Context: an optimization exercise on an open-source flow, tuned for small area, a short achievable clock period and few clock cycles per item. The choices shown serve that exercise and are no tape-out recipe. At most, simulation tests tie the RTL to the original design; equivalence was not proved. Only the layout flow was run in runs 1 to 3; the RTL was not checked for function there. No activity file was given, so power comes from the tool's default toggle rates.

<file path="design.v">
package pdec_pkg;
  localparam int num_path = 8;
  localparam int num_k    = 164;
  localparam int num_dcrc = 3;
endpackage
`timescale 1ns/1ps
module pdec_cand_bits (
  input  logic [127:0] bit_val,
  input  logic [2:0]   m,
  output logic [31:0]  cand_bit
);
  always_comb begin
    for (int c = 0; c < 32; c++)
      cand_bit[c] = bit_val[4*c+3] ^ (^(bit_val[4*c +: 3] & m));
  end
endmodule
module pdec_bsel (
  input  logic [31:0] d,
  input  logic [4:0]  s,
  output logic        y
);
  logic [3:0] lo;
  logic [7:0] hi;
  logic [7:0] grp;
  always_comb begin
    for (int k = 0; k < 4; k++) lo[k] = (s[1:0] == 2'(k));
    for (int k = 0; k < 8; k++) hi[k] = (s[4:2] == 3'(k));
    for (int g = 0; g < 8; g++) grp[g] = |(d[4*g +: 4] & lo);
    y = |(grp & hi);
  end
endmodule
module pdec_wpath #(
  parameter int I = 0
) (
  input  logic       leaf_mode,
  input  logic [2:0] jump_type,
  input  logic       busy,        
  input  logic       wfirst,      
  input  logic       fork_en,     
  input  logic       bit_q,       
  input  logic [4:0] pm,
  output logic [3:0] wdata,
  output logic       dec_bit,
  output logic [7:0] src_sel      
);
  logic       is_rep, take_pm, use_parent;
  logic [2:0] parent;
  assign is_rep     = (jump_type == 3'd1);
  assign take_pm    = ~busy & (~leaf_mode | is_rep);
  assign use_parent = ~busy | wfirst;
  assign parent     = is_rep ? pm[3:1] : pm[4:2];
  assign dec_bit    = (busy & bit_q) | (take_pm & pm[0]);
  assign wdata      = {dec_bit, use_parent ? parent : 3'(I)};
  always_comb begin
    for (int e = 0; e < 8; e++)
      src_sel[e] = fork_en ? (parent == 3'(e)) : (e == I);
  end
endmodule
`timescale 1ns/1ps
module pdec_sel8x6 (
  input  logic [47:0] d,
  input  logic [7:0]  s,
  output logic [5:0]  y
);
  always_comb begin
    y = '0;
    for (int k = 0; k < 8; k++) y = y | (d[6*k +: 6] & {6{s[k]}});
  end
endmodule
module pdec_aoi222 (
  input  logic [2:0] d,
  input  logic [2:0] s,
  output logic       yn
);
  assign yn = ~|(d & s);
endmodule
module pdec_info_mux (
  input  logic [491:0] d,
  input  logic [7:0]   c,
  output logic [2:0]   y
);
  localparam int NG = 55;    
  logic [3*NG-1:0] oh;       
  always_comb begin
    for (int e = 0; e < 3*NG; e++) oh[e] = (e < 164) && (c == 8'(e + 255));
  end
  for (genvar j = 0; j < 3; j++) begin : g_bit
    logic [NG-1:0] yn;
    for (genvar g = 0; g < NG; g++) begin : g_grp
      if (3*g + 2 < 164) begin : g_full
        pdec_aoi222 u (.d({d[3*(3*g+2)+j], d[3*(3*g+1)+j], d[3*(3*g)+j]}),
                       .s(oh[3*g +: 3]), .yn(yn[g]));
      end else begin : g_part
        assign yn[g] = ~((d[3*(3*g+1)+j] & oh[3*g+1]) | (d[3*(3*g)+j] & oh[3*g]));
      end
    end
    assign y[j] = ~&yn;
  end
endmodule
`timescale 1ns/1ps
module pdec_updt_top (
  input  logic         clk,
  input  logic         rst_n,
  input  logic         cfg_leaf_mode,
  input  logic [2:0]   cfg_jump_type,
  input  logic [1:0]   cfg_dcrc_num,
  input  logic         cfg_dcrc_mode,
  input  logic [2:0]   cfg_dcrc_ini,
  input  logic [23:0]  cfg_dcrc_idx,
  input  logic         dec_start,
  input  logic         upd_valid,
  input  logic [7:0]   srvl_bmp,
  input  logic [39:0]  pm_idx,
  input  logic [127:0] bit_val,
  input  logic [491:0] dcrc_info,
  output logic         upd_ready,
  output logic         upd_done,
  output logic [7:0]   list_wen,
  output logic [7:0]   list_waddr,
  output logic [31:0]  list_wdata,
  output logic [15:0]  path_stat,
  output logic         early_term
);
  localparam int NP = pdec_pkg::num_path;
  localparam logic [1:0] ST_CK  = 2'd0;
  localparam logic [1:0] ST_VAL = 2'd1;
  localparam logic [1:0] ST_INV = 2'd3;
  logic          busy_q;         
  logic [1:0]    wstep_q;        
  logic [7:0]    cnt_q;          
  logic [NP-1:0] bit_q;          
  logic [2:0]    mask_q;         
  logic [2:0]    info_q;         
  logic [2:0]    chk_q;          
  logic [2:0]    par_q  [NP];
  logic [1:0]    stat_q [NP];
  logic       accept, multi, fork_en, step_en, last;
  logic [1:0] last_idx;
  assign accept  = upd_valid & ~busy_q;
  assign multi   = cfg_leaf_mode & (cfg_jump_type[2] ^ cfg_jump_type[1]);   
  assign fork_en = accept;
  assign step_en = busy_q | (upd_valid & ~multi);
  always_comb begin
    case (cfg_jump_type)
      3'd2, 3'd3: last_idx = 2'd1;
      3'd4:       last_idx = 2'd2;
      default:    last_idx = 2'd3;
    endcase
  end
  assign last = (wstep_q == last_idx);
  always_ff @(posedge clk or negedge rst_n) begin
    if (!rst_n)                 busy_q <= 1'b0;
    else if (accept && multi)   busy_q <= 1'b1;
    else if (busy_q && last)    busy_q <= 1'b0;
  end
  always_ff @(posedge clk or negedge rst_n) begin
    if (!rst_n)      wstep_q <= 2'd0;
    else if (busy_q) wstep_q <= wstep_q + 2'd1;
    else             wstep_q <= 2'd0;
  end
  always_ff @(posedge clk) begin
    if (dec_start)      cnt_q <= 8'd0;
    else if (step_en)   cnt_q <= cnt_q + 8'd1;
  end
  assign upd_ready = ~busy_q;
  assign upd_done  = busy_q ? last : (upd_valid & ~multi);
  logic [2:0]    mask0, mask, mask_nxt;
  logic [1:0]    nstep;           
  logic [31:0]   cand_bit;
  logic [NP-1:0] cand_sel;
  always_comb begin
    case (cfg_jump_type)
      3'd3:    mask0 = 3'b100;
      3'd5:    mask0 = 3'b111;
      default: mask0 = 3'b010;
    endcase
  end
  assign nstep = busy_q ? wstep_q + 2'd2 : 2'd1;
  always_comb begin
    mask_nxt = 3'b000;
    case (cfg_jump_type)
      3'd4: if (nstep == 2'd1) mask_nxt = 3'b100;
      3'd5: if (nstep == 2'd1) mask_nxt = 3'b010;
            else if (nstep == 2'd2) mask_nxt = 3'b100;
      default: mask_nxt = 3'b000;
    endcase
  end
  always_ff @(posedge clk) mask_q <= mask_nxt;
  assign mask = busy_q ? mask_q : mask0;
  pdec_cand_bits u_cand (.bit_val(bit_val), .m(mask), .cand_bit(cand_bit));
  for (genvar i = 0; i < NP; i++) begin : g_bsel
    pdec_bsel u_bsel (.d(cand_bit), .s(pm_idx[5*i +: 5]), .y(cand_sel[i]));
  end
  always_ff @(posedge clk) bit_q <= cand_sel;
  logic [NP-1:0] dec_bit;
  logic [7:0]    src_sel [NP];
  for (genvar i = 0; i < NP; i++) begin : g_wpath
    pdec_wpath #(.I(i)) u_wpath (
      .leaf_mode (cfg_leaf_mode),
      .jump_type (cfg_jump_type),
      .busy      (busy_q),
      .wfirst    (wstep_q == 2'd0),
      .fork_en   (fork_en),
      .bit_q     (bit_q[i]),
      .pm        (pm_idx[5*i +: 5]),
      .wdata     (list_wdata[4*i +: 4]),
      .dec_bit   (dec_bit[i]),
      .src_sel   (src_sel[i])
    );
  end
  assign list_wen   = step_en ? srvl_bmp : 8'd0;
  assign list_waddr = cnt_q;
  logic [2:0] num_mask, info_p1, chk_nxt;
  logic [7:0] pos_nxt;
  assign pos_nxt = cnt_q + 8'd1;
  always_comb begin
    for (int j = 0; j < 3; j++) begin
      num_mask[j] = (j < cfg_dcrc_num);
      chk_nxt[j]  = num_mask[j] & ((dec_start ? 8'd0 : pos_nxt) == cfg_dcrc_idx[8*j +: 8]);
    end
  end
  pdec_info_mux u_info (.d(dcrc_info), .c(cnt_q), .y(info_p1));
  always_ff @(posedge clk) begin
    if (dec_start || step_en) begin
      info_q <= (dec_start ? dcrc_info[2:0] : info_p1) & num_mask;
      chk_q  <= chk_nxt;
    end
  end
  logic [47:0] entry;
  logic [5:0]  src [NP];
  always_comb begin
    for (int k = 0; k < NP; k++)
      entry[6*k +: 6] = {stat_q[k][0],
                         |(chk_q & (par_q[k] ^ info_q)),
                         |(chk_q & par_q[k]),
                         par_q[k]};
  end
  for (genvar i = 0; i < NP; i++) begin : g_path
    logic       fail;
    logic [1:0] stat_src;
    pdec_sel8x6 u_src (.d(entry), .s(src_sel[i]), .y(src[i]));
    assign fail     = step_en & (dec_bit[i] ? src[i][4] : src[i][3]);
    assign stat_src = {~fork_en & stat_q[i][1], src[i][5]};
    always_ff @(posedge clk) begin
      if (dec_start) begin
        par_q[i] <= cfg_dcrc_ini;
      end else if ((fork_en || step_en) && srvl_bmp[i]) begin
        par_q[i] <= src[i][2:0] ^ (info_q & {3{dec_bit[i]}});
      end
    end
    always_ff @(posedge clk or negedge rst_n) begin
      if (!rst_n) begin
        stat_q[i] <= ST_INV;
      end else if (dec_start) begin
        stat_q[i] <= (i == 0) ? ST_VAL : ST_INV;
      end else if (fork_en || step_en) begin
        if (!srvl_bmp[i])   stat_q[i] <= ST_INV;
        else if (fail)      stat_q[i] <= cfg_dcrc_mode ? ST_CK : ST_INV;
        else                stat_q[i] <= stat_src;
      end
    end
    assign path_stat[2*i +: 2] = stat_q[i];
  end
  logic all_inv, any_val;
  always_comb begin
    all_inv = 1'b1;
    any_val = 1'b0;
    for (int p = 0; p < NP; p++) begin
      all_inv = all_inv & (stat_q[p] == ST_INV);
      any_val = any_val | (stat_q[p] == ST_VAL);
    end
  end
  assign early_term = cfg_dcrc_mode ? ~any_val : all_inv;
endmodule
</file>
<file path="flow/run.sh">
#!/bin/bash
# Standard ORFS layout; the port buffers are the small sky130 buf_1
# instead of the delay buffer buffer_ports picks by default.
set -euo pipefail
bash standard.sh BUFFER_PORTS_ARGS="-buffer_cell sky130_fd_sc_hd__buf_1" finish > standard_flow.log 2>&1
</file>
<file path="standard.sh">
#!/bin/bash
# synth_recipe.tcl (not shown) runs the flow's synth.tcl, then flattens the netlist and writes it again
# the make line also repeats each setting of config.mk as NAME=value (left out here)
make -C /OpenROAD-flow-scripts/flow DESIGN_CONFIG=/design/flow/config.mk WORK_HOME=/design/flow/orfs CLKGATE_MAP_FILE= SYNTH_SCRIPT=/design/flow/synth_recipe.tcl "${@:-finish}"
</file>
<file path="config.mk">
export PLATFORM = sky130hd
export DESIGN_NAME = pdec_updt_top
export DESIGN_NICKNAME = pdec_updt_top
export VERILOG_FILES = /design/flow/design.v
export SDC_FILE = /design/flow/constraint.sdc
export NUM_CORES = 4
export LEC_CHECK = 0
export CAP_MARGIN = 20
export CORE_AREA = 5 5 265 265
export DIE_AREA = 0 0 270 270
export SETUP_SLACK_MARGIN = 1.5
export SLEW_MARGIN = 20
export SYNTH_HIERARCHICAL = 1
</file>
<file path="constraint.sdc">
create_clock -name core_clock -period 5.0 [get_ports {clk}]
set_input_delay 1.0000 -clock core_clock [delete_from_list [all_inputs] [get_ports {clk}]]
set_output_delay 1.0000 -clock core_clock [all_outputs]
set_load 0.01 [all_outputs]
</file>
==> flow_metrics.py, run 1 <==
metrics = {
    "placed_design": {
        "port_buffers": 772,
        "placed_area_sq_um": 19010,
        "dp_hpwl_um": 90090,
        "dp_worst_setup_slack_ns": 0.5571,
        "gp_congestion": 1.035,
    },
    "clock_tree": {
        "cts_tree": "yes",
        "clkTransAtPathRegs_ns": 0.06,
        "clk_path_buf_depth": 2,
        "cts_buffers": 9,
        "postCtsHoldBufs": 0,
        "clock_latency_ns": 0.38,
        "cts_root_buffer": "clkbuf_16",
        "htreeDepth": 3,
        "cts_sinks": 67,
    },
    "setup_path": {
        "r2r_setup_slack_ns": 1.48,
        "rr_startpoint": "cnt_q[0]",
        "ff2ff_path_depth": 10,
        "worstSetupEndpointType": "register",
        "crit_path_start_kind": "register",
        "critical_path_required_ns": 5.12,
        "crit_fanout": 15,
        "cp.arrival_ns": 3.64,
        "rr_endpoint": "info_q[2]",
        "worstSetupPathType": "reg2reg",
    },
    "detailed_routing": {
        "drtPass1Iterations": 14,
        "dr_wl_met3_um": 12210,
        "vias_per_cell": 6.101,
        "drt-met1-wl_um": 39140,
        "routed_wirelength_um": 110600,
        "dr_wl_met2_um": 52260,
        "via_count": 22760,
        "drcViolationCount": 0,
        "routed.top_layer": "met5",
        "antenna_left": 0,
        "initialDrtViolationCount": 3687,
        "post_drt_wl_per_cell_um": 29.64,
    },
    "synth": {
        "yosysWarnings": 25,
        "syn_nets": 2784,
        "yosysSeqAreaShare_pct": 11.54,
        "synth_edf_count": 30,
        "synth_cells": 2073,
        "syn_avg_cell_area_sq_um": 7.346,
        "synth_cell_type_count": 84,
        "synthArstFlopShare_pct": 28.36,
        "ys_ff_latch": 67,
        "synthFlopType": "edfxtp_1",
        "syn_area_sq_um": 15230,
    },
    "final_layout": {
        "layout_commonest_cell": "buf_1",
        "nFillCells": 7495,
        "area_growth_pct": 30.95,
        "mostFrequentLayoutCells": "buf_1 (762), nand2_1 (286), a22oi_1 (227), nor2_1 (202), a222oi_1 (179)",
        "fin_nets": 3549,
        "multi_input_area_sq_um": 12860,
        "seqCellArea_sq_um": 1779,
        "drive_gt1_share_pct": 8.618,
        "fin_area_sq_um": 19940,
    },
    "floorplanning": {
        "die_height_um": 270,
        "die_x_um": 270,
        "die-area_sq_um": 72900,
        "floorplan.io_pins": 773,
        "rows": 95,
        "coreArea_sq_um": 67160,
        "initial_core_util_pct": 22.68,
    },
    "grt": {
        "grt_pass1_wl_um": 152000,
        "grt_pass1_vias": 21220,
        "grt_max_degree": 45,
        "grt-ovfl-total": 0,
        "grt_usage_pct": 27.88,
        "grt_antenna_before_repair": 20,
    },
    "power": {
        "p_leak_nw": 6.759,
        "power.density_nw_per_um2": 314.0,
        "max-vdd-ir-drop_mv": 0.1997,
    },
    "sta": {
        "slew_violations": 0,
        "finalCritPeriodShare_pct": 70.30,
        "period_minus_slack_ns": 3.515,
        "fin_skew_ns": 0.01391,
        "fmax_mhz": 284.5,
        "final-hold-violation-count": 0,
        "tns_ns": 0,
        "slew-limit-headroom_pct": 37.58,
        "layout_setup_ws_ns": 1.485,
        "fin_hold_ws_ns": 0.5095,
        "worst_slew_pin_slew_ns": 0.9217,
        "rsz0062_at_grt": "true",
        "setup_viol": 0,
    },
    "run_status": {
        "status": "complete, no violations",
    },
    "hold_path": {
        "min_from": "stat_q[0][1]",
        "worstHoldPathType": "reg2reg",
        "whs_path_depth": 2,
        "hold-path-endpoint": "stat_q[0][1]",
    },
    "flow_run": {
        "cap_violations": 0,
    },
}
## cells by family (layout without fill, tap and decap cells)
| group | count (synthesis) | after routing | share of synthesized area, % |
|---|---|---|---|
| muxes | 143 | 143 | 9.547 |
| xor gates and xnor gates | 168 | 168 | 9.662 |
| buffers and inverters | 168 | 938 | 6.565 |
| adders and majority gates | 5 | 5 | 0.4108 |
| AOI/OAI and AO/OA | 637 | 637 | 32.51 |
| other | 0 | 15 | 0 |
| DFF | 67 | 67 | 11.54 |
| and+or+nand+nor | 885 | 885 | 29.77 |
## flip-flops by register name, indices dropped and copies added (netlist names)
register	cells
mask_q	2
chk_q	3
bit_q	8
wstep_q	2
stat_q	16
cnt_q	8
info_q	3
par_q	24
busy_q	1
## area by class of cell
| cell class | count | share of cell area (%) |
|---|---|---|
| diodes | 15 | 0.1882 |
| clock buffers | 11 | 1.217 |
| clock inverters | 5 | 0.1443 |
| inverters | 51 | 0.9976 |
| multi-input cells | 1838 | 64.49 |
| flip-flops and latches | 67 | 8.922 |
| well taps | 873 | 5.477 |
| repair buffers | 870 | 18.53 |
| repair inverters | 1 | 0.03765 |
## layer usage
layer  track usage [%]  up-vias
met5                 0        -
met1             32.94    10830
li1                  -     9794
met3             7.187      329
met4             14.06        6
met2             46.80     1803
## cells in the mapped netlist (30+ instances only)
library cell	number	share of area, %
mux2i_1	134	8.8
o21ai_0	35	1.2
clkbuf_1	35	0.86
edfxtp_1	30	5.9
nand3b_1	43	2.1
xnor2_1	49	2.8
inv_1	51	1.3
xor2_1	119	6.8
nand3_1	44	1.4
a222oi_1	179	12
nand2_1	302	7.4
nor2_1	205	5.1
nand4_1	93	3.8
a21oi_1	96	3.2
a22oi_1	227	11
## power by group
| part | total, mW | leakage, nW | internal [mW] | switching (mW) |
|---|---|---|---|---|
| combinational | 4.37 | 5.96 | 1.56 | 2.80 |
| sequential | 1.27 | 0.665 | 0.780 | 0.492 |
| clock | 0.624 | 0.137 | 0.347 | 0.277 |
| total | 6.26 | 6.76 | 2.69 | 3.57 |
## critical path, cell delays in order (launching register included)
cell       delay [ns]
dfxtp_4          0.49
nor2b_1          0.22
nand2_4          0.16
nor2_1           0.09
a222oi_1         0.70
nand4_1          0.39
or4_1            0.65
nor3_2           0.15
o2111ai_1        0.14
mux2i_1          0.19
nor2_1           0.07
## modules after synthesis (local to each module, per instance), a selection
module	times used	flops+latches	cells inside	area [sq um]
pdec_sel8x6	8	0	30	217.7
pdec_cand_bits	1	0	201	1275
pdec_aoi222	162	0	1	10.01
pdec_bsel	8	0	41	325.3
pdec_updt_top	1	67	510	4494
pdec_info_mux	1	0	284	1353
## what timing repair did
action                                  4_1_cts  5_1_grt
gates resized for setup                      70       41
gates cloned                                  1        0
endpoints found under the setup margin       88       39
setup buffers                                 3       16
pin swaps                                     7       14
## worst max path at each step
stage | depth (start not counted) | slack, ns | endpoint | start
floorplan | 15 | 1.60 | stat_q[6][0] | busy_q
global placement | 14 | 0.59 | bit_q[1] | cfg_jump_type[2]
detailed placement | 9 | 0.56 | info_q[2] | cnt_q[3]
CTS | 10 | 1.36 | info_q[2] | cnt_q[1]
global route | 10 | 1.35 | info_q[2] | cnt_q[0]
finish | 10 | 1.48 | info_q[2] | cnt_q[0]
## per-stage QoR
stage | util, % | power, mW | instances
after floorplan | - | 3.583 | 2073
after global placement | 28.31 | 5.308 | 3679
after detailed placement | 28.31 | 5.309 | 3679
after CTS | 29.11 | 6.026 | 3699
after global routing | 29.66 | 6.564 | 3721
final | 29.69 | 6.263 | 3731
==> run 2: changes to the inputs <==
--- a/config.mk
+++ b/config.mk
@@ -9,5 +9,6 @@
 export CORE_AREA = 5 5 265 265
 export DIE_AREA = 0 0 270 270
-export SETUP_SLACK_MARGIN = 1.5
+export PLACE_DENSITY = 0.8
+export SETUP_SLACK_MARGIN = 1.7
 export SLEW_MARGIN = 20
 export SYNTH_HIERARCHICAL = 1
==> flow_metrics.py, run 2 <==
metrics = {
    "synth": {
        "yosysWarnings": 25,
        "syn_nets": 2784,
        "synth_top_family_by_area": "compound AO/OA/AOI/OAI gates",
        "ys_ff_latch": 67,
        "syn_avg_cell_area_sq_um": 7.346,
        "synthMuxAreaShare_pct": 9.547,
        "synth-compound-area-share_pct": 32.51,
        "synth.top_cell.area_share_pct": 11.77,
        "synth_cells": 2073,
        "yosys.area_share.simple_pct": 29.77,
        "synth_edf_count": 30,
        "synth-xor-area-share_pct": 9.662,
        "synth_most_common_cell": "nand2_1",
        "synthArstFlopShare_pct": 28.36,
        "yosys.area.top_type": "a222oi_1",
        "syn_area_sq_um": 15230,
        "synthFlopType": "edfxtp_1",
        "ys_top_cells_by_area": "a222oi_1 (12%), a22oi_1 (11%), mux2i_1 (8.8%)",
        "synthAdderAreaFrac_pct": 0.4108,
        "synth_cell_type_count": 84,
        "ys_top_cells_by_count": "nand2_1 (302), a22oi_1 (227), nor2_1 (205)",
        "yosysSeqAreaShare_pct": 11.54,
    },
    "clock_tree": {
        "clk_path_buf_depth": 2,
        "postCtsHoldBufs": 0,
        "cts_sinks": 67,
        "clkTransAtPathRegs_ns": 0.06,
        "htreeDepth": 3,
        "clock_latency_ns": 0.38,
        "cts_tree": "yes",
        "cts_buffers": 9,
        "cts_root_buffer": "clkbuf_16",
    },
    "setup_path": {
        "startpoint": "cfg_jump_type[2]",
        "crit_fanout": 4,
        "critical_path_required_ns": 4.00,
        "cp.arrival_ns": 2.51,
        "worstSetupPathType": "in2out",
        "crit_path_start_kind": "input port",
        "worstSetupEndpointType": "output pin",
        "rr_startpoint": "cnt_q[0]",
    },
    "flow_run": {
        "cap_violations": 0,
    },
    "sta": {
        "rsz0062_at_grt": "true",
        "final-hold-violation-count": 0,
        "fin_skew_ns": 0.01215,
        "setup_viol": 0,
        "tns_ns": 0,
        "slew-limit-headroom_pct": 39.08,
        "finalCritPeriodShare_pct": 70.26,
        "period_minus_slack_ns": 3.513,
        "slew_violations": 0,
        "fmax_mhz": 284.7,
        "worst_slew_pin_slew_ns": 0.9138,
    },
    "floorplanning": {
        "rows": 95,
        "coreArea_sq_um": 67160,
        "die_x_um": 270,
        "die-area_sq_um": 72900,
        "floorplan.io_pins": 773,
        "die_height_um": 270,
        "initial_core_util_pct": 22.68,
    },
    "grt": {
        "grt_antenna_before_repair": 23,
        "grt_pass1_vias": 21950,
        "grt-ovfl-total": 0,
        "grt_max_degree": 43,
        "grt_pass1_wl_um": 157300,
        "grt_usage_pct": 29.08,
    },
    "detailed_routing": {
        "drtPass1Iterations": 12,
        "initialDrtViolationCount": 5390,
        "drcViolationCount": 0,
        "via_count": 23980,
        "antenna_left": 0,
        "post_drt_wl_per_cell_um": 30.73,
        "vias_per_cell": 6.269,
        "routed_wirelength_um": 117600,
    },
    "power": {
        "power.density_nw_per_um2": 319.3,
        "p_leak_nw": 7.452,
        "max-vdd-ir-drop_mv": 0.2676,
        "power.total_mw": 6.804,
    },
    "final_layout": {
        "top_register": "par_q",
        "layout_commonest_cell": "buf_1",
        "mostFrequentLayoutCells": "buf_1 (748), nand2_1 (274), a22oi_1 (227), nor2_1 (199), a222oi_1 (179)",
        "area_growth_pct": 39.91,
        "reg.largest.list": "par_q x24, stat_q x16",
        "drive_gt1_share_pct": 14.13,
        "largest_reg_flops": 24,
        "instances_no_fill": 3826,
        "fin_nets": 3644,
    },
    "run_status": {
        "status": "complete, no violations",
    },
    "hold_path": {
        "min_from": "stat_q[0][1]",
        "worstHoldPathType": "reg2reg",
    },
    "placed_design": {
        "dp_hpwl_um": 91740,
        "place_inst": 3686,
        "gp_congestion": 1.265,
        "port_buffers": 772,
    },
}
[run 2: changes by cell type in the layout (fill, tap and decap cells not counted), sizes merged]
cell | previous run | this run
buf | 863 | 956
clkinvlp | 3 | 6
clkbuf | 18 | 17
inv | 50 | 49
nand3 | 50 | 51
[run 2: area by class of cell]
type,count,area (sq um)
Inverter,51,198.9
Clock inverter,7,45.04
Timing Repair Buffer,964,4643
Clock buffer,9,225.2
Sequential cell,67,1784
Multi-Input combinational cell,1839,13270
Timing Repair inverter,1,7.507
Fill cell,7197,45850
Antenna cell,15,37.54
Tap cell,873,1092
[run 2: layer usage]
metal / wire length, um / GRT usage, % / vias to the layer above / part of all wire [%]
li1: - / - / 9981 / -
met1: 39830 / 33.95 / 11250 / 34
met3: 15840 / 8.910 / 500 / 13
met5: 70 / 0 / - / 0.060
met4: 8329 / 14.56 / 12 / 7.1
met2: 53510 / 48.32 / 2245 / 46
[run 2: critical path, cell delays in order]
cell	delay, ns
buf_8	0.08
buf_8	0.11
clkinvlp_4	0.14
ha_4	0.20
nor4_4	0.31
xnor2_1	0.18
o21ai_2	0.08
buf_6	0.16
and2_4	0.15
buf_6	0.11
[run 2: power breakdown]
group	total (mW)	switching (mW)	internal, mW
Sequential	1.22	0.444	0.779
Clock	0.626	0.293	0.332
Combinational	4.95	3.08	1.87
[run 2: what timing repair did]
action,in CTS,in global routing
setup endpoints to repair,92,64
resized for setup,144,106
pin swaps,42,42
gates cloned,3,2
buffers inserted,54,50
[run 2: metrics by stage]
stage	worst slack [ns]	hold slack (ns)	cell area (sq um)	util, %
5_1_grt	1.454	0.5394	21290	31.70
6_report	1.487	0.5021	21310	31.73
3_3_place_gp	0.6722	0.4908	19060	28.37
3_5_place_dp	0.5557	0.4919	19080	28.41
2_1_floorplan	1.730	0.4748	15240	-
4_1_cts	1.573	0.5007	20400	30.38
[run 2: path summary, 6_finish.rpt]
path	cells past startpoint	to	slack, ns
worst max-delay path	10	upd_done	1.49
worst min-delay path	2	stat_q[0][1]	0.50
worst max register to register	10	info_q[0]	1.63
worst min register to register	2	stat_q[0][1]	0.50
max in group asynchronous	1	busy_q	4.04
min in group asynchronous	1	wstep_q[0]	0.57
[run 2: Yosys stat by module (local to each module, per instance), a selection]
module | cells inside | flip-flops and latches | copies in the design | area (sq um)
pdec_aoi222 | 1 | 0 | 162 | 10.01
pdec_bsel | 41 | 0 | 8 | 325.3
pdec_cand_bits | 201 | 0 | 1 | 1275
pdec_info_mux | 284 | 0 | 1 | 1353
pdec_sel8x6 | 30 | 0 | 8 | 217.7
pdec_updt_top | 510 | 67 | 1 | 4494
[run 2: cell families after synthesis]
group                      count (synthesis)
adders and majority gates                  5
DFF                                       67
and+or+nand+nor                          885
muxes                                    143
AOI/OAI and AO/OA                        637
buffers and inverters                    168
xor gates and xnor gates                 168
==> run 3: changes to the inputs <==
--- a/design.v
+++ b/design.v
@@ -4,4 +4,20 @@
   localparam int num_dcrc = 3;
 endpackage
+`timescale 1ns/1ps
+module pdec_ctl_out (
+  input  logic       leaf_mode,
+  input  logic [2:0] jump_type,
+  input  logic       upd_valid,
+  input  logic       busy,        
+  input  logic       last,        
+  input  logic [7:0] srvl_bmp,
+  output logic [7:0] list_wen,
+  output logic       upd_done
+);
+  logic one_step;    
+  assign one_step = upd_valid & ~(leaf_mode & (jump_type[2] ^ jump_type[1]));
+  assign list_wen = (busy | one_step) ? srvl_bmp : 8'd0;
+  assign upd_done = busy ? last : one_step;
+endmodule
 `timescale 1ns/1ps
 module pdec_cand_bits (
@@ -135,5 +151,6 @@
   logic [2:0]    par_q  [NP];
   logic [1:0]    stat_q [NP];
-  logic       accept, multi, fork_en, step_en, last;
+  logic       accept, multi, fork_en, step_en;
+  logic       last_q;            
   logic [1:0] last_idx;
   assign accept  = upd_valid & ~busy_q;
@@ -148,9 +165,8 @@
     endcase
   end
-  assign last = (wstep_q == last_idx);
   always_ff @(posedge clk or negedge rst_n) begin
     if (!rst_n)                 busy_q <= 1'b0;
     else if (accept && multi)   busy_q <= 1'b1;
-    else if (busy_q && last)    busy_q <= 1'b0;
+    else if (busy_q && last_q)  busy_q <= 1'b0;
   end
   always_ff @(posedge clk or negedge rst_n) begin
@@ -159,4 +175,8 @@
     else             wstep_q <= 2'd0;
   end
+  always_ff @(posedge clk or negedge rst_n) begin
+    if (!rst_n) last_q <= 1'b0;
+    else        last_q <= busy_q & ~last_q & (wstep_q + 2'd1 == last_idx);
+  end
   always_ff @(posedge clk) begin
     if (dec_start)      cnt_q <= 8'd0;
@@ -164,5 +184,14 @@
   end
   assign upd_ready = ~busy_q;
-  assign upd_done  = busy_q ? last : (upd_valid & ~multi);
+  pdec_ctl_out u_ctl_out (
+    .leaf_mode (cfg_leaf_mode),
+    .jump_type (cfg_jump_type),
+    .upd_valid (upd_valid),
+    .busy      (busy_q),
+    .last      (last_q),
+    .srvl_bmp  (srvl_bmp),
+    .list_wen  (list_wen),
+    .upd_done  (upd_done)
+  );
   logic [2:0]    mask0, mask, mask_nxt;
   logic [1:0]    nstep;           
@@ -209,5 +238,4 @@
     );
   end
-  assign list_wen   = step_en ? srvl_bmp : 8'd0;
   assign list_waddr = cnt_q;
   logic [2:0] num_mask, info_p1, chk_nxt;
--- a/config.mk
+++ b/config.mk
@@ -9,5 +9,4 @@
 export CORE_AREA = 5 5 265 265
 export DIE_AREA = 0 0 270 270
-export PLACE_DENSITY = 0.8
 export SETUP_SLACK_MARGIN = 1.7
 export SLEW_MARGIN = 20
==> flow_metrics.py, run 3 <==
metrics = {
    "grt": {
        "gr-usage-met3_pct": 6.769,
        "grt_antenna_before_repair": 15,
        "grt_pass1_vias": 21640,
        "grt_max_degree": 51,
        "grt_pass1_wl_um": 148900,
        "grt-ovfl-total": 0,
        "use_met1_pct": 33.29,
        "top_usage_layer": "met2",
        "grt_usage_pct": 27.07,
        "grtUsageMet2_pct": 44.67,
    },
    "sta": {
        "fin_skew_ns": 0.01673,
        "worst_slew_pin_slew_ns": 1.013,
        "slew-limit-headroom_pct": 32.35,
        "finalCritPeriodShare_pct": 67.66,
        "period_minus_slack_ns": 3.383,
        "fmax_mhz": 295.6,
        "slew_violations": 0,
        "tns_ns": 0,
        "setup_viol": 0,
        "fin_hold_ws_ns": 0.5078,
        "final-hold-violation-count": 0,
        "rsz0062_at_grt": "true",
    },
    "final_layout": {
        "final_core_util_pct": 31.45,
        "largest_reg_flops": 24,
        "area_growth_pct": 38.31,
        "drive_gt1_share_pct": 13.04,
        "multi_input_area_sq_um": 13210,
        "seqCellArea_sq_um": 1808,
        "top_register": "par_q",
        "instances_no_fill": 3821,
        "layout_commonest_cell": "buf_1",
        "fin_nets": 3641,
        "nFillCells": 7415,
        "mostFrequentLayoutCells": "buf_1 (755), nor2_1 (248), nand2_1 (245), a22oi_1 (228), a222oi_1 (179)",
        "reg.largest.list": "par_q x24, stat_q x16",
    },
    "clock_tree": {
        "clock_latency_ns": 0.37,
        "htreeDepth": 3,
        "cts_root_buffer": "clkbuf_16",
        "cts_buffers": 9,
        "cts_tree": "yes",
        "postCtsHoldBufs": 0,
        "clk_path_buf_depth": 2,
        "clkTransAtPathRegs_ns": 0.06,
        "cts_sinks": 68,
    },
    "hold_path": {
        "worstHoldPathType": "reg2reg",
    },
    "setup_path": {
        "crit_top_cell": "buf_4",
        "slowest_stage": "a222oi_1",
        "crit_path_start_kind": "register",
        "path_buf_inv": 3,
        "path_cells": "buf_4, buf_4, nand3_4, buf_4, nor2_1, a222oi_1, nand4_1, nor4_1, o2111ai_1, mux2i_1, nor2_1",
        "worstSetupEndpointType": "register",
        "crit_family": "simple AND/OR/NAND/NOR gates",
        "r2r_setup_slack_ns": 1.62,
        "worstSetupPathType": "reg2reg",
        "crit_fanout": 8,
        "cp.arrival_ns": 3.50,
        "max_stage_delay_ns": 0.59,
        "critical_path_required_ns": 5.11,
    },
    "power": {
        "power.density_nw_per_um2": 339.5,
        "p_leak_nw": 7.330,
        "max-vdd-ir-drop_mv": 0.1844,
    },
    "floorplanning": {
        "die_height_um": 270,
        "die-area_sq_um": 72900,
        "floorplan.io_pins": 773,
        "rows": 95,
        "initial_core_util_pct": 22.74,
        "coreArea_sq_um": 67160,
        "die_x_um": 270,
    },
    "synth": {
        "yosysSeqAreaShare_pct": 11.67,
        "yosys.area.top_type": "a222oi_1",
        "yosysWarnings": 25,
        "synth_edf_count": 30,
        "ys_top_cells_by_count": "nand2_1 (269), nor2_1 (255), a22oi_1 (228)",
        "syn_nets": 2794,
        "synth_cells": 2084,
        "ys_ff_latch": 68,
        "syn_area_sq_um": 15270,
        "synth.top_cell.area_share_pct": 11.73,
        "syn_avg_cell_area_sq_um": 7.329,
        "synth_cell_type_count": 82,
        "synth_most_common_cell": "nand2_1",
        "synthArstFlopShare_pct": 29.41,
        "synthFlopType": "edfxtp_1",
        "ys_top_cells_by_area": "a222oi_1 (12%), a22oi_1 (11%), mux2i_1 (9.4%)",
    },
    "detailed_routing": {
        "antenna_left": 0,
        "vias_per_cell": 6.007,
        "drcViolationCount": 0,
        "via_count": 22950,
        "post_drt_wl_per_cell_um": 28.25,
        "initialDrtViolationCount": 4259,
        "routed_wirelength_um": 107900,
        "drtPass1Iterations": 14,
    },
    "placed_design": {
        "dp_hpwl_um": 86960,
        "port_buffers": 772,
        "gp_congestion": 1.100,
        "place_inst": 3694,
    },
    "run_status": {
        "status": "complete, no violations",
    },
    "flow_run": {
        "cap_violations": 0,
    },
}
-- run 3: cells by family (layout without fill, tap and decap cells) --
kind of cell,after synthesis,count (layout),synth area share (%)
fa+ha+maj,4,4,0.3277
flops,68,68,11.67
buf+inv,166,1018,6.578
xor+xnor,170,170,9.798
other cells,0,12,0
compound gates,638,638,32.28
mux,146,146,9.675
simple gates,892,892,29.67
-- run 3: per-stage QoR --
| step | cell area (sq um) | power [mW] | worst slack [ns] |
|---|---|---|---|
| 6_report | 21120 | 7.172 | 1.617 |
| 5_1_grt | 21120 | 7.484 | 1.598 |
| 4_1_cts | 20500 | 6.701 | 1.606 |
| 3_5_place_dp | 19110 | 5.675 | 0.5631 |
| 3_3_place_gp | 19110 | 5.670 | 0.6201 |
| 2_1_floorplan | 15280 | 3.807 | 1.780 |
-- run 3: timing repair --
item                       in CTS  in global routing
cloned                          2                  0
setup endpoints to repair      93                 48
resized for setup             151                 66
buffers inserted               60                 37
pin swaps                      44                 44
-- run 3: cell type report --
type	instances	share of cell area, %
clock inverters	6	0.2843
repair inverters	2	0.07108
multi-input cells	1850	62.54
clock buffers	10	1.185
well taps	873	5.171
repair buffers	955	21.23
diodes	12	0.1422
inverters	45	0.8174
flip-flops and latches	68	8.559
-- run 3: path summary, 6_finish.rpt --
| check | startpoint | to | cells past startpoint |
|---|---|---|---|
| setup reg to reg | cnt_q[0] | info_q[2] | 11 |
| setup / recovery | cnt_q[0] | info_q[2] | 11 |
| hold reg to reg | stat_q[0][1] | stat_q[0][1] | 2 |
| max in group asynchronous | rst_n | stat_q[0][0] | 2 |
| min in group asynchronous | rst_n | busy_q | 2 |
| hold / removal | stat_q[0][1] | stat_q[0][1] | 2 |
-- run 3: worst reg2reg max path, stage by stage, from the launching register on --
cell,delay [ns]
dfxtp_4,0.37
buf_4,0.15
buf_4,0.15
nand3_4,0.10
buf_4,0.27
nor2_1,0.15
a222oi_1,0.59
nand4_1,0.33
nor4_1,0.57
o2111ai_1,0.20
mux2i_1,0.17
nor2_1,0.07
-- run 3: Yosys stat by module (local to each module, per instance), a selection --
module / copies in the design / flip-flops and latches / cell area, sq um
pdec_cand_bits: 1 / 0 / 1275
pdec_bsel: 8 / 0 / 325.3
pdec_aoi222: 162 / 0 / 10.01
pdec_sel8x6: 8 / 0 / 217.7
pdec_info_mux: 1 / 0 / 1353
pdec_ctl_out: 1 / 0 / 136.4
pdec_updt_top: 1 / 68 / 4403
-- run 3: where the power goes --
group	internal (mW)	leakage [nW]	total [mW]	switching [mW]
sequential	0.804	0.679	1.26	0.457
clock	0.415	0.152	0.708	0.292
combinational	1.95	6.50	5.20	3.26
-- run 3: metal layers --
| metal | wire length, um | part of all wire [%] |
|---|---|---|
| met2 | 50140 | 46 |
| met1 | 40030 | 37 |
| met3 | 11670 | 11 |
| met5 | 25 | 0.023 |
| met4 | 6063 | 5.6 |
==> run 4: changes to the inputs <==
--- a/design.v
+++ b/design.v
@@ -46,5 +46,5 @@
   end
 endmodule
-module pdec_wpath #(
+module pdec_wout #(
   parameter int I = 0
 ) (
@@ -53,19 +53,33 @@
   input  logic       busy,        
   input  logic       wfirst,      
-  input  logic       fork_en,     
   input  logic       bit_q,       
   input  logic [4:0] pm,
-  output logic [3:0] wdata,
-  output logic       dec_bit,
-  output logic [7:0] src_sel      
+  output logic [3:0] wdata
 );
-  logic       is_rep, take_pm, use_parent;
-  logic [2:0] parent;
+  logic is_rep, take_pm, use_parent;
   assign is_rep     = (jump_type == 3'd1);
   assign take_pm    = ~busy & (~leaf_mode | is_rep);
   assign use_parent = ~busy | wfirst;
-  assign parent     = is_rep ? pm[3:1] : pm[4:2];
-  assign dec_bit    = (busy & bit_q) | (take_pm & pm[0]);
-  assign wdata      = {dec_bit, use_parent ? parent : 3'(I)};
+  assign wdata[3]   = (busy & bit_q) | (take_pm & pm[0]);
+  assign wdata[2:0] = ~use_parent ? 3'(I) : is_rep ? pm[3:1] : pm[4:2];
+endmodule
+module pdec_wsrc #(
+  parameter int I = 0
+) (
+  input  logic       leaf_mode,
+  input  logic [2:0] jump_type,
+  input  logic       busy,
+  input  logic       fork_en,
+  input  logic       bit_q,
+  input  logic [4:0] pm,
+  output logic       dec_bit,
+  output logic [7:0] src_sel
+);
+  logic       is_rep, take_pm;
+  logic [2:0] parent;
+  assign is_rep  = (jump_type == 3'd1);
+  assign take_pm = ~busy & (~leaf_mode | is_rep);
+  assign parent  = is_rep ? pm[3:1] : pm[4:2];
+  assign dec_bit = (busy & bit_q) | (take_pm & pm[0]);
   always_comb begin
     for (int e = 0; e < 8; e++)
@@ -149,4 +163,5 @@
   logic [2:0]    info_q;         
   logic [2:0]    chk_q;          
+  logic          mode_q;         
   logic [2:0]    par_q  [NP];
   logic [1:0]    stat_q [NP];
@@ -180,4 +195,7 @@
   end
   always_ff @(posedge clk) begin
+    if (dec_start) mode_q <= cfg_dcrc_mode;
+  end
+  always_ff @(posedge clk) begin
     if (dec_start)      cnt_q <= 8'd0;
     else if (step_en)   cnt_q <= cnt_q + 8'd1;
@@ -225,13 +243,20 @@
   logic [7:0]    src_sel [NP];
   for (genvar i = 0; i < NP; i++) begin : g_wpath
-    pdec_wpath #(.I(i)) u_wpath (
+    pdec_wout #(.I(i)) u_wout (
       .leaf_mode (cfg_leaf_mode),
       .jump_type (cfg_jump_type),
       .busy      (busy_q),
       .wfirst    (wstep_q == 2'd0),
+      .bit_q     (bit_q[i]),
+      .pm        (pm_idx[5*i +: 5]),
+      .wdata     (list_wdata[4*i +: 4])
+    );
+    pdec_wsrc #(.I(i)) u_wsrc (
+      .leaf_mode (cfg_leaf_mode),
+      .jump_type (cfg_jump_type),
+      .busy      (busy_q),
       .fork_en   (fork_en),
       .bit_q     (bit_q[i]),
       .pm        (pm_idx[5*i +: 5]),
-      .wdata     (list_wdata[4*i +: 4]),
       .dec_bit   (dec_bit[i]),
       .src_sel   (src_sel[i])
@@ -277,12 +302,10 @@
       end
     end
-    always_ff @(posedge clk or negedge rst_n) begin
-      if (!rst_n) begin
-        stat_q[i] <= ST_INV;
-      end else if (dec_start) begin
+    always_ff @(posedge clk) begin
+      if (dec_start) begin
         stat_q[i] <= (i == 0) ? ST_VAL : ST_INV;
       end else if (fork_en || step_en) begin
         if (!srvl_bmp[i])   stat_q[i] <= ST_INV;
-        else if (fail)      stat_q[i] <= cfg_dcrc_mode ? ST_CK : ST_INV;
+        else if (fail)      stat_q[i] <= mode_q ? ST_CK : ST_INV;
         else                stat_q[i] <= stat_src;
       end
@@ -299,4 +322,4 @@
     end
   end
-  assign early_term = cfg_dcrc_mode ? ~any_val : all_inv;
+  assign early_term = mode_q ? ~any_val : all_inv;
 endmodule
--- a/config.mk
+++ b/config.mk
@@ -7,6 +7,6 @@
 export LEC_CHECK = 0
 export CAP_MARGIN = 20
-export CORE_AREA = 5 5 265 265
-export DIE_AREA = 0 0 270 270
+export CORE_AREA = 5 5 275 275
+export DIE_AREA = 0 0 280 280
 export SETUP_SLACK_MARGIN = 1.7
 export SLEW_MARGIN = 20
==> flow_metrics.py, run 4 <==
metrics = {
    "run_status": {
        "status": "complete, no violations",
    },
    "setup_path": {
        "worstSetupEndpointType": "register",
        "crit_fanout": 7,
        "cp.arrival_ns": 3.49,
        "startpoint": "cnt_q[7]",
        "worstSetupPathType": "reg2reg",
        "rr_startpoint": "cnt_q[7]",
        "crit_path_start_kind": "register",
        "critical_path_required_ns": 5.14,
    },
    "sta": {
        "fin_hold_ws_ns": 0.4599,
        "worst_slew_pin_slew_ns": 1.182,
        "final-hold-violation-count": 0,
        "finalCritPeriodShare_pct": 67.05,
        "tns_ns": 0,
        "slew-limit-headroom_pct": 21.19,
        "layout_setup_ws_ns": 1.647,
        "setup_viol": 0,
        "fmax_mhz": 298.3,
        "period_minus_slack_ns": 3.353,
        "rsz0062_at_grt": "true",
        "slew_violations": 0,
        "fin_skew_ns": 0.01605,
    },
    "floorplanning": {
        "die_height_um": 280,
        "initial_core_util_pct": 21.48,
        "rows": 99,
        "floorplan.io_pins": 773,
        "coreArea_sq_um": 72590,
        "die-area_sq_um": 78400,
        "die_x_um": 280,
    },
    "clock_tree": {
        "clk_path_buf_depth": 2,
        "cts_buffers": 9,
        "htreeDepth": 3,
        "clock_latency_ns": 0.38,
        "cts_root_buffer": "clkbuf_16",
        "cts_tree": "yes",
        "cts_sinks": 69,
        "clkTransAtPathRegs_ns": 0.07,
    },
    "placed_design": {
        "dp_hpwl_um": 85780,
        "gp_congestion": 1.012,
        "dp_worst_setup_slack_ns": 0.6776,
        "port_buffers": 772,
        "placed_area_sq_um": 19680,
    },
    "detailed_routing": {
        "initialDrtViolationCount": 4352,
        "routed_wirelength_um": 107900,
        "vias_per_cell": 5.858,
        "post_drt_wl_per_cell_um": 27.55,
        "via_count": 22930,
        "antenna_left": 0,
        "drtPass1Iterations": 15,
        "drcViolationCount": 0,
    },
    "power": {
        "swShare_pct": 56.64,
        "power.density_nw_per_um2": 332.7,
        "seqPwrFrac_pct": 17.5,
        "internal_power_mw": 3.025,
        "combinationalPowerShare_pct": 72.3,
        "max-vdd-ir-drop_mv": 0.2512,
        "p_sw_mw": 3.952,
        "p_clk_share_pct": 10.1,
        "p_leak_nw": 7.086,
    },
    "final_layout": {
        "fin_area_sq_um": 20970,
        "largest_reg_flops": 24,
        "drive_gt1_share_pct": 9.616,
        "top_register": "par_q",
        "area_growth_pct": 34.55,
        "mostFrequentLayoutCells": "buf_1 (763), nor2_1 (268), nand2_1 (249), a22oi_1 (227), a222oi_1 (178)",
        "final_core_util_pct": 28.89,
        "fin_nets": 3648,
        "reg.largest.list": "par_q x24, stat_q x16",
        "layout_commonest_cell": "buf_1",
        "nFillCells": 8148,
    },
    "synth": {
        "synthArstFlopShare_pct": 5.797,
        "syn_avg_cell_area_sq_um": 7.332,
        "synth_cell_type_count": 86,
        "synth_edf_count": 31,
        "syn_nets": 2836,
        "yosys.area.top_type": "a222oi_1",
        "yosysSeqAreaShare_pct": 10.98,
        "synthFlopType": "dfxtp_1",
        "synth_most_common_cell": "nor2_1",
        "ys_top_cells_by_area": "a222oi_1 (11%), a22oi_1 (11%), mux2i_1 (9.8%)",
        "syn_area_sq_um": 15590,
        "ys_ff_latch": 69,
        "yosysWarnings": 25,
        "synth.top_cell.area_share_pct": 11.43,
        "ys_top_cells_by_count": "nor2_1 (271), nand2_1 (265), a22oi_1 (227)",
        "synth_cells": 2126,
    },
    "grt": {
        "grt-ovfl-total": 0,
        "grt_antenna_before_repair": 19,
        "grt_max_degree": 67,
        "grt_pass1_vias": 21570,
        "grt_usage_pct": 25.26,
        "grt_pass1_wl_um": 148100,
    },
    "hold_path": {
        "worstHoldPathType": "in2async",
    },
    "flow_run": {
        "cap_violations": 0,
    },
}
## run 4: Yosys stat by module (local to each module, per instance), a selection
module          copies in the design  flops+latches  cell area [sq um]  cells inside
pdec_updt_top                      1             69               4405           509
pdec_cand_bits                     1              0               1275           201
pdec_bsel                          8              0              325.3            41
pdec_info_mux                      1              0               1353           284
pdec_sel8x6                        8              0              217.7            30
pdec_aoi222                      162              0              10.01             1
pdec_ctl_out                       1              0              136.4            22
## run 4: worst paths after layout
path | endpoint | cells past startpoint | slack (ns)
min in group core_clock | stat_q[0][1] | 2 | 0.49
worst max-delay path | info_q[0] | 10 | 1.65
worst min-delay path | last_q | 1 | 0.46
worst max register to register | info_q[0] | 10 | 1.65
worst min register to register | stat_q[0][1] | 2 | 0.49
max in group asynchronous | busy_q | 1 | 4.32
## run 4: what timing repair did
action | 4_1_cts | 5_1_grt
hold buffers | 0 | 0
endpoints found under the setup margin | 81 | 57
buffers inserted | 16 | 25
cloned | 1 | 0
gates resized for setup | 69 | 77
pin swaps | 17 | 16
## run 4: cell type report
type                            count  area [sq um]  area share, %
Timing Repair Buffer              902          4018          19.16
Timing Repair inverter              1         7.507        0.03579
Sequential cell                    69          1744          8.316
Tap cell                          959          1200          5.721
Clock buffer                       11         242.7          1.157
Multi-Input combinational cell   1901         13460          64.19
Antenna cell                       13         32.53         0.1551
Inverter                           54         206.4         0.9843
Clock inverter                      5         60.06         0.2863
## run 4: metrics by stage
step,total power [mW],cells
after global routing,7.282,3911
final,6.977,3915
after CTS,6.638,3877
after global placement,5.746,3843
after floorplan,3.785,2126
after detailed placement,5.731,3844
## run 4: per-layer routing
metal / up-vias / GRT usage (%) / wire, um
li1: 10080 / - / -
met3: 355 / 5.841 / 11180
met4: 4 / 13.31 / 7476
met5: - / 0 / 27
met2: 1735 / 43.31 / 51530
met1: 10760 / 29.32 / 37650
## run 4: worst max-delay path, cell delays in order (launching register included)
cell,delay [ns]
dfxtp_4,0.38
nor2b_1,0.19
nand2_4,0.13
nor2_1,0.08
a222oi_1,0.99
nand4_1,0.25
or4_4,0.48
nor3_4,0.24
o2111ai_2,0.14
mux2i_1,0.16
nor2_1,0.06
## run 4: logic make-up after synthesis
family | share of synthesized area, %
AO/OA/AOI/OAI | 32.17
XOR/XNOR | 9.656
multiplexers | 10.04
AND/OR/NAND/NOR | 31.04
buffers and inverters | 5.795
flip-flops | 10.98
adder cells (fa/ha/maj) | 0.3211
## run 4: power groups by stage
stage	Clock (mW)	Sequential [mW]	Combinational [mW]
floorplan	0	1.02	2.77
global placement	0	1.28	4.46
detailed placement	0	1.28	4.46
CTS	0.715	1.23	4.69
global route	0.732	1.21	5.34
finish	0.706	1.22	5.05
Testbench counts of run 4, summed over its fixed seeds: cycles 6,540, updates 3,072.
==> run 5: changes to the inputs <==
--- a/config.mk
+++ b/config.mk
@@ -9,5 +9,5 @@
 export CORE_AREA = 5 5 275 275
 export DIE_AREA = 0 0 280 280
-export SETUP_SLACK_MARGIN = 1.7
+export SETUP_SLACK_MARGIN = 1.45
 export SLEW_MARGIN = 20
 export SYNTH_HIERARCHICAL = 1
==> flow_metrics.py, run 5 <==
metrics = {
    "floorplanning": {
        "floorplan.io_pins": 773,
        "initial_core_util_pct": 21.48,
        "die_x_um": 280,
        "die-area_sq_um": 78400,
        "coreArea_sq_um": 72590,
        "rows": 99,
        "die_height_um": 280,
    },
    "grt": {
        "grt_max_degree": 67,
        "grt_pass1_wl_um": 145400,
        "grt-ovfl-total": 0,
        "grt_pass1_vias": 21400,
        "grt_antenna_before_repair": 17,
        "grt_usage_pct": 24.80,
    },
    "synth": {
        "synthFlopType": "dfxtp_1",
        "synth-compound-area-share_pct": 32.17,
        "syn_area_sq_um": 15590,
        "ys_top_cells_by_count": "nor2_1 (271), nand2_1 (265), a22oi_1 (227)",
        "synth-xor-area-share_pct": 9.656,
        "synthMuxAreaShare_pct": 10.04,
        "synth_most_common_cell": "nor2_1",
        "yosys.area.top_type": "a222oi_1",
        "synth_edf_count": 31,
        "syn_nets": 2836,
        "ys_ff_latch": 69,
        "syn_avg_cell_area_sq_um": 7.332,
        "synthAdderAreaFrac_pct": 0.3211,
        "synth_cell_type_count": 86,
        "synthArstFlopShare_pct": 5.797,
        "yosysSeqAreaShare_pct": 10.98,
        "synth_cells": 2126,
        "synth_top_family_by_area": "compound AO/OA/AOI/OAI gates",
        "ys_top_cells_by_area": "a222oi_1 (11%), a22oi_1 (11%), mux2i_1 (9.8%)",
        "yosys.area_share.simple_pct": 31.04,
        "yosysWarnings": 25,
        "synth.top_cell.area_share_pct": 11.43,
    },
    "power": {
        "p_clk_share_pct": 11.4,
        "p_leak_nw": 6.879,
        "power.total_mw": 6.746,
        "swShare_pct": 56.86,
        "power.density_nw_per_um2": 330.1,
        "p_sw_mw": 3.835,
        "combinationalPowerShare_pct": 69.8,
        "seqPwrFrac_pct": 18.8,
        "max-vdd-ir-drop_mv": 0.2721,
        "internal_power_mw": 2.910,
    },
    "clock_tree": {
        "cts_buffers": 9,
        "cts_sinks": 69,
        "clk_path_buf_depth": 2,
        "clkTransAtPathRegs_ns": 0.08,
        "htreeDepth": 3,
        "cts_root_buffer": "clkbuf_16",
        "postCtsHoldBufs": 0,
        "clock_latency_ns": 0.39,
        "cts_tree": "yes",
    },
    "setup_path": {
        "worstSetupPathType": "in2reg",
        "ff2ff_path_depth": 10,
        "crit_fanout": 11,
        "rr_startpoint": "cnt_q[6]",
        "worstSetupEndpointType": "register",
        "critical_path_required_ns": 5.28,
        "crit_path_start_kind": "input port",
        "cp.arrival_ns": 3.76,
        "rr_endpoint": "info_q[2]",
        "r2r_setup_slack_ns": 1.54,
    },
    "placed_design": {
        "gp_congestion": 1.001,
        "port_buffers": 772,
        "dp_hpwl_um": 85610,
    },
    "final_layout": {
        "fin_nets": 3620,
        "seqCellArea_sq_um": 1729,
        "multi_input_area_sq_um": 13210,
        "layout_commonest_cell": "buf_1",
        "reg.largest.list": "par_q x24, stat_q x16",
        "area_growth_pct": 31.10,
        "largest_reg_flops": 24,
        "mostFrequentLayoutCells": "buf_1 (767), nor2_1 (270), nand2_1 (249), a22oi_1 (227), a222oi_1 (178)",
        "top_register": "par_q",
        "nFillCells": 8288,
        "drive_gt1_share_pct": 7.513,
    },
    "flow_run": {
        "cap_violations": 0,
    },
    "sta": {
        "slew_violations": 0,
        "tns_ns": 0,
        "fmax_mhz": 287.3,
        "setup_viol": 0,
        "rsz0062_at_grt": "true",
        "worst_slew_pin_slew_ns": 1.205,
        "fin_skew_ns": 0.01716,
        "finalCritPeriodShare_pct": 69.62,
        "fin_hold_ws_ns": 0.4549,
        "slew-limit-headroom_pct": 18.66,
        "final-hold-violation-count": 0,
        "period_minus_slack_ns": 3.481,
    },
    "hold_path": {
        "worstHoldPathType": "in2async",
    },
    "detailed_routing": {
        "via_count": 22630,
        "antenna_left": 0,
        "vias_per_cell": 5.823,
        "drtPass1Iterations": 11,
        "drcViolationCount": 0,
        "initialDrtViolationCount": 4027,
        "post_drt_wl_per_cell_um": 27.34,
        "routed_wirelength_um": 106200,
    },
    "run_status": {
        "status": "complete, no violations",
    },
}
==> run 5: cell counts after synthesis <==
No cell type changed its count.
==> run 5: layout make-up <==
cell class / instances / share of cell area (%)
antenna: 12 / 0.1469
multi-input combinational: 1902 / 64.63
tap: 959 / 5.871
timing repair buffer: 873 / 18.24
clock buffer: 9 / 1.102
timing repair inverter: 1 / 0.02449
sequential: 69 / 8.461
clock inverter: 7 / 0.5204
inverter: 54 / 1.010
==> run 5: repair_timing <==
| action | in CTS | in global routing |
|---|---|---|
| setup endpoints to repair | 35 | 29 |
| pin swaps | 5 | 12 |
| hold endpoints to repair | 0 | 0 |
| cloned | 0 | 2 |
| setup buffers | 0 | 19 |
| gates resized for setup | 29 | 41 |
==> run 5: power groups by stage <==
stage | clock, mW | combinational, mW | sequential, mW
after detailed placement | 0 | 4.48 | 1.23
after floorplan | 0 | 2.77 | 1.02
after CTS | 0.779 | 4.53 | 1.23
after global placement | 0 | 4.48 | 1.23
after global routing | 0.798 | 5.02 | 1.26
final | 0.771 | 4.71 | 1.27
==> run 5: metal layers <==
layer	GRT usage [%]	part of all wire, %	up-vias
li1	-	-	10050
met5	0.4884	0.075	-
met4	14.31	7.1	6
met2	42.18	47	1603
met1	28.62	35	10630
met3	5.567	10	340
==> run 5: cells by family (layout without fill, tap and decap cells) <==
group / after synthesis / count (layout)
and+or+nand+nor: 926 / 927
adders and majority gates: 4 / 4
muxes: 155 / 155
other: 0 / 12
DFF: 69 / 69
AOI/OAI and AO/OA: 645 / 645
xor gates and xnor gates: 171 / 171
buffers and inverters: 156 / 944
==> run 5: stage by stage <==
| step | area [sq um] | util, % | cells | setup WS, ns |
|---|---|---|---|---|
| 2_1_floorplan | 15590 | - | 2126 | 1.459 |
| 3_3_place_gp | 19630 | 27.05 | 3837 | 0.7839 |
| 3_5_place_dp | 19630 | 27.05 | 3837 | 0.8008 |
| 4_1_cts | 20060 | 27.63 | 3853 | 1.344 |
| 5_1_grt | 20420 | 28.13 | 3880 | 1.393 |
| 6_report | 20440 | 28.16 | 3886 | 1.519 |
==> run 5: Yosys stat by module (local to each module, per instance), a selection <==
module          cells inside  times used  flip-flops and latches  cell area [sq um]
pdec_sel8x6               30           8                       0              217.7
pdec_cand_bits           201           1                       0               1275
pdec_updt_top            509           1                      69               4405
pdec_ctl_out              22           1                       0              136.4
pdec_info_mux            284           1                       0               1353
pdec_bsel                 41           8                       0              325.3
pdec_aoi222                1         162                       0              10.01
==> run 5: worst max path at each step <==
stage / start / end / slack, ns
6_report: cfg_jump_type[0] / stat_q[4][0] / 1.52
5_1_grt: cfg_jump_type[0] / stat_q[4][0] / 1.39
4_1_cts: cnt_q[3] / info_q[1] / 1.34
3_5_place_dp: cnt_q[3] / info_q[1] / 0.80
3_3_place_gp: cnt_q[0] / info_q[1] / 0.78
2_1_floorplan: busy_q / stat_q[0][0] / 1.46
==> run 5: critical path, cell delays in order <==
cell and delay [ns]:
buf_2 0.23, buf_4 0.23, nor3b_2 0.47, o21ai_1 0.15, nor4b_2 0.57, a22oi_1 0.18, nand4_1 0.14, mux2i_1 0.13
o21ai_0 0.20, a41oi_1 0.13, or2_2 0.30
==> run 6: changes to the inputs <==
--- a/config.mk
+++ b/config.mk
@@ -9,5 +9,5 @@
 export CORE_AREA = 5 5 275 275
 export DIE_AREA = 0 0 280 280
-export SETUP_SLACK_MARGIN = 1.45
+export SETUP_SLACK_MARGIN = 1.85
 export SLEW_MARGIN = 20
 export SYNTH_HIERARCHICAL = 1
==> flow_metrics.py, run 6 <==
metrics = {
    "run_status": {
        "status": "complete, no violations",
    },
    "final_layout": {
        "reg.largest.list": "par_q x24, stat_q x16",
        "top_register": "par_q",
        "fin_nets": 3684,
        "nFillCells": 8075,
        "mostFrequentLayoutCells": "buf_1 (733), nor2_1 (265), nand2_1 (247), a22oi_1 (227), a222oi_1 (178)",
        "drive_gt1_share_pct": 12.76,
        "layout_commonest_cell": "buf_1",
        "area_growth_pct": 39.45,
        "largest_reg_flops": 24,
    },
    "detailed_routing": {
        "vias_per_cell": 5.884,
        "drtPass1Iterations": 14,
        "initialDrtViolationCount": 3930,
        "via_count": 23230,
        "post_drt_wl_per_cell_um": 27.94,
        "drcViolationCount": 0,
        "antenna_left": 0,
        "routed_wirelength_um": 110300,
    },
    "clock_tree": {
        "cts_root_buffer": "clkbuf_16",
        "postCtsHoldBufs": 0,
        "cts_tree": "yes",
        "cts_buffers": 9,
        "clk_path_buf_depth": 2,
        "clkTransAtPathRegs_ns": 0.06,
        "clock_latency_ns": 0.38,
        "htreeDepth": 3,
        "cts_sinks": 69,
    },
    "sta": {
        "worst_slew_pin_slew_ns": 0.9181,
        "slew_violations": 0,
        "rsz0062_at_grt": "true",
        "tns_ns": 0,
        "period_minus_slack_ns": 3.281,
        "fin_skew_ns": 0.01453,
        "slew-limit-headroom_pct": 38.80,
        "finalCritPeriodShare_pct": 65.62,
        "setup_viol": 0,
        "fmax_mhz": 304.8,
        "final-hold-violation-count": 0,
    },
    "placed_design": {
        "gp_congestion": 0.9927,
        "dp_hpwl_um": 86240,
        "port_buffers": 772,
    },
    "grt": {
        "grt_usage_pct": 25.54,
        "grt_max_degree": 67,
        "grt_pass1_vias": 21890,
        "grt_antenna_before_repair": 11,
        "grt-ovfl-total": 0,
        "grt_pass1_wl_um": 149100,
    },
    "synth": {
        "synth_most_common_cell": "nor2_1",
        "ys_ff_latch": 69,
        "syn_area_sq_um": 15590,
        "synth_cells": 2126,
        "ys_top_cells_by_count": "nor2_1 (271), nand2_1 (265), a22oi_1 (227)",
        "synthFlopType": "dfxtp_1",
        "yosysSeqAreaShare_pct": 10.98,
        "synth_edf_count": 31,
        "yosysWarnings": 25,
        "yosys.area.top_type": "a222oi_1",
        "syn_avg_cell_area_sq_um": 7.332,
        "synth_cell_type_count": 86,
        "syn_nets": 2836,
        "synth.top_cell.area_share_pct": 11.43,
        "ys_top_cells_by_area": "a222oi_1 (11%), a22oi_1 (11%), mux2i_1 (9.8%)",
        "synthArstFlopShare_pct": 5.797,
    },
    "floorplanning": {
        "die_height_um": 280,
        "coreArea_sq_um": 72590,
        "initial_core_util_pct": 21.48,
        "die_x_um": 280,
        "floorplan.io_pins": 773,
        "die-area_sq_um": 78400,
        "rows": 99,
    },
    "setup_path": {
        "critical_path_required_ns": 5.12,
        "path_buf_inv": 0,
        "worstSetupPathType": "reg2reg",
        "startpoint": "cnt_q[6]",
        "r2r_setup_slack_ns": 1.72,
        "crit_path_start_kind": "register",
        "worstSetupEndpointType": "register",
        "ff2ff_path_depth": 10,
        "crit_family": "simple AND/OR/NAND/NOR gates",
        "cp.arrival_ns": 3.40,
        "path_cells": "and2b_2, nand3_4, nor2_2, a222oi_1, nand4_1, or4_4, nor3_4, o2111ai_2, mux2i_1, nor2_1",
        "crit_fanout": 8,
        "rr_startpoint": "cnt_q[6]",
        "slowest_stage": "a222oi_1",
        "crit_end": "info_q[0]",
        "rr_endpoint": "info_q[0]",
        "cp_num_cells": 10,
        "max_stage_delay_ns": 0.77,
    },
    "flow_run": {
        "cap_violations": 0,
    },
    "power": {
        "p_leak_nw": 7.526,
        "power.total_mw": 7.014,
        "max-vdd-ir-drop_mv": 0.5380,
        "power.density_nw_per_um2": 322.7,
    },
    "hold_path": {
        "worstHoldPathType": "in2async",
    },
}
run 6: cell type report:
cell class | instances | area (sq um) | area share (%)
multi-input cells | 1901 | 13670 | 62.90
clock buffers | 10 | 239.0 | 1.099
repair buffers | 938 | 4589 | 21.11
diodes | 9 | 22.52 | 0.1036
well taps | 959 | 1200 | 5.520
repair inverters | 1 | 7.507 | 0.03453
inverters | 54 | 210.2 | 0.9670
flip-flops and latches | 69 | 1749 | 8.047
clock inverters | 6 | 46.29 | 0.2130
run 6: power breakdown:
part / leakage (nW) / switching [mW] / total [mW] / internal, mW
Sequential: 0.651 / 0.417 / 1.20 / 0.780
Combinational: 6.74 / 3.24 / 5.16 / 1.92
Clock: 0.136 / 0.303 / 0.656 / 0.353
Total: 7.53 / 3.96 / 7.01 / 3.06
run 6: how the worst min path moves through the flow:
stage                   end  slack (ns)  cells past startpoint
5_1_grt              last_q        0.46                      1
3_3_place_gp   stat_q[0][1]        0.48                      2
2_1_floorplan    wstep_q[0]        0.48                      1
6_report             last_q        0.45                      1
3_5_place_dp   stat_q[0][1]        0.48                      2
4_1_cts              last_q        0.44                      1
run 6: stage by stage:
| stage | utilization (%) | worst slack [ns] | std cells | hold slack [ns] | instance area (sq um) |
|---|---|---|---|---|---|
| after floorplan | - | 1.848 | 2126 | 0.4763 | 15610 |
| after global placement | 27.08 | 0.5020 | 3840 | 0.4824 | 19660 |
| after detailed placement | 27.08 | 0.4675 | 3840 | 0.4809 | 19660 |
| after CTS | 28.78 | 1.737 | 3906 | 0.4394 | 20890 |
| after global routing | 29.93 | 1.752 | 3943 | 0.4570 | 21730 |
| final | 29.95 | 1.719 | 3947 | 0.4466 | 21740 |
run 6: worst register-to-register path, stage by stage, from the launching register on:
cell and delay (ns):
dfxtp_4 0.38, and2b_2 0.25, nand3_4 0.14, nor2_2 0.07, a222oi_1 0.77, nand4_1 0.33
or4_4 0.58, nor3_4 0.15, o2111ai_2 0.14, mux2i_1 0.16, nor2_1 0.07
run 6: per-module statistics from Yosys (local to each module, per instance), a selection:
| module | cells inside | copies in the design |
|---|---|---|
| pdec_aoi222 | 1 | 162 |
| pdec_sel8x6 | 30 | 8 |
| pdec_info_mux | 284 | 1 |
| pdec_updt_top | 509 | 1 |
| pdec_bsel | 41 | 8 |
| pdec_cand_bits | 201 | 1 |
| pdec_ctl_out | 22 | 1 |
run 6: metal layers:
| metal | global-route usage, % | wire length, um |
|---|---|---|
| met5 | 0 | 57 |
| met4 | 14.43 | 7753 |
| met3 | 5.583 | 11420 |
| met2 | 43.43 | 52330 |
| met1 | 29.74 | 38710 |
run 6: cells by family (layout without fill, tap and decap cells):
| family | count (synthesis) | count (layout) | synth area share [%] |
|---|---|---|---|
| other cells | 0 | 9 | 0 |
| fa+ha+maj | 4 | 4 | 0.3211 |
| xor+xnor | 171 | 171 | 9.656 |
| buf+inv | 156 | 1009 | 5.795 |
| compound gates | 645 | 645 | 32.17 |
| flops | 69 | 69 | 10.98 |
| simple gates | 926 | 926 | 31.04 |
| mux | 155 | 155 | 10.04 |
run 6: timing repair:
item | CTS | global route
resized for setup | 125 | 150
setup buffers | 47 | 29
cloned | 3 | 3
endpoints found under the setup margin | 100 | 67
pin swaps | 23 | 33

## separate check: timing with driven ports
How much do the figures lean on ideal ports? The routed layouts below were timed once more, with nothing changed but the port constraints.
Step 1 sets driving cells, clkbuf_16 on the clock port and buf_2 on the other inputs (assumed; they add their load-dependent delay and slew).
Step 2, shift: input delay + t, output delay - t, t = (earliest + latest rising clock arrival at the registers) / 2. This alone moves slack from input paths to output paths.
Three values: no drivers, after step 1, after step 2; two values: the first two.
run	shift t [ns]	setup WS [ns]	hold WS [ns]	worst setup path at the end	worst register clock-pin slew, ns
run 1	0.424	1.485 / 1.458 / 1.220	0.509 / 0.509 / 0.509	input to register	0.07 / 0.07
run 2	0.430	1.487 / 1.429 / 1.147	0.502 / 0.502 / 0.502	input to register	0.07 / 0.07
run 3	0.415	1.617 / 1.617 / 1.282	0.508 / 0.508 / 0.508	input to register	0.08 / 0.08
run 4	0.433	1.647 / 1.647 / 1.342	0.460 / 0.437 / 0.486	input to register	0.07 / 0.07
run 5	0.438	1.519 / 1.523 / 1.098	0.455 / 0.442 / 0.502	input to register	0.08 / 0.08
run 6	0.430	1.719 / 1.681 / 1.395	0.447 / 0.430 / 0.498	input to register	0.07 / 0.07
After both steps every run listed still meets setup and hold. The setup slack of run 5, which loses most, moves by +0.004 ns with the drivers and by -0.421 ns with both steps.
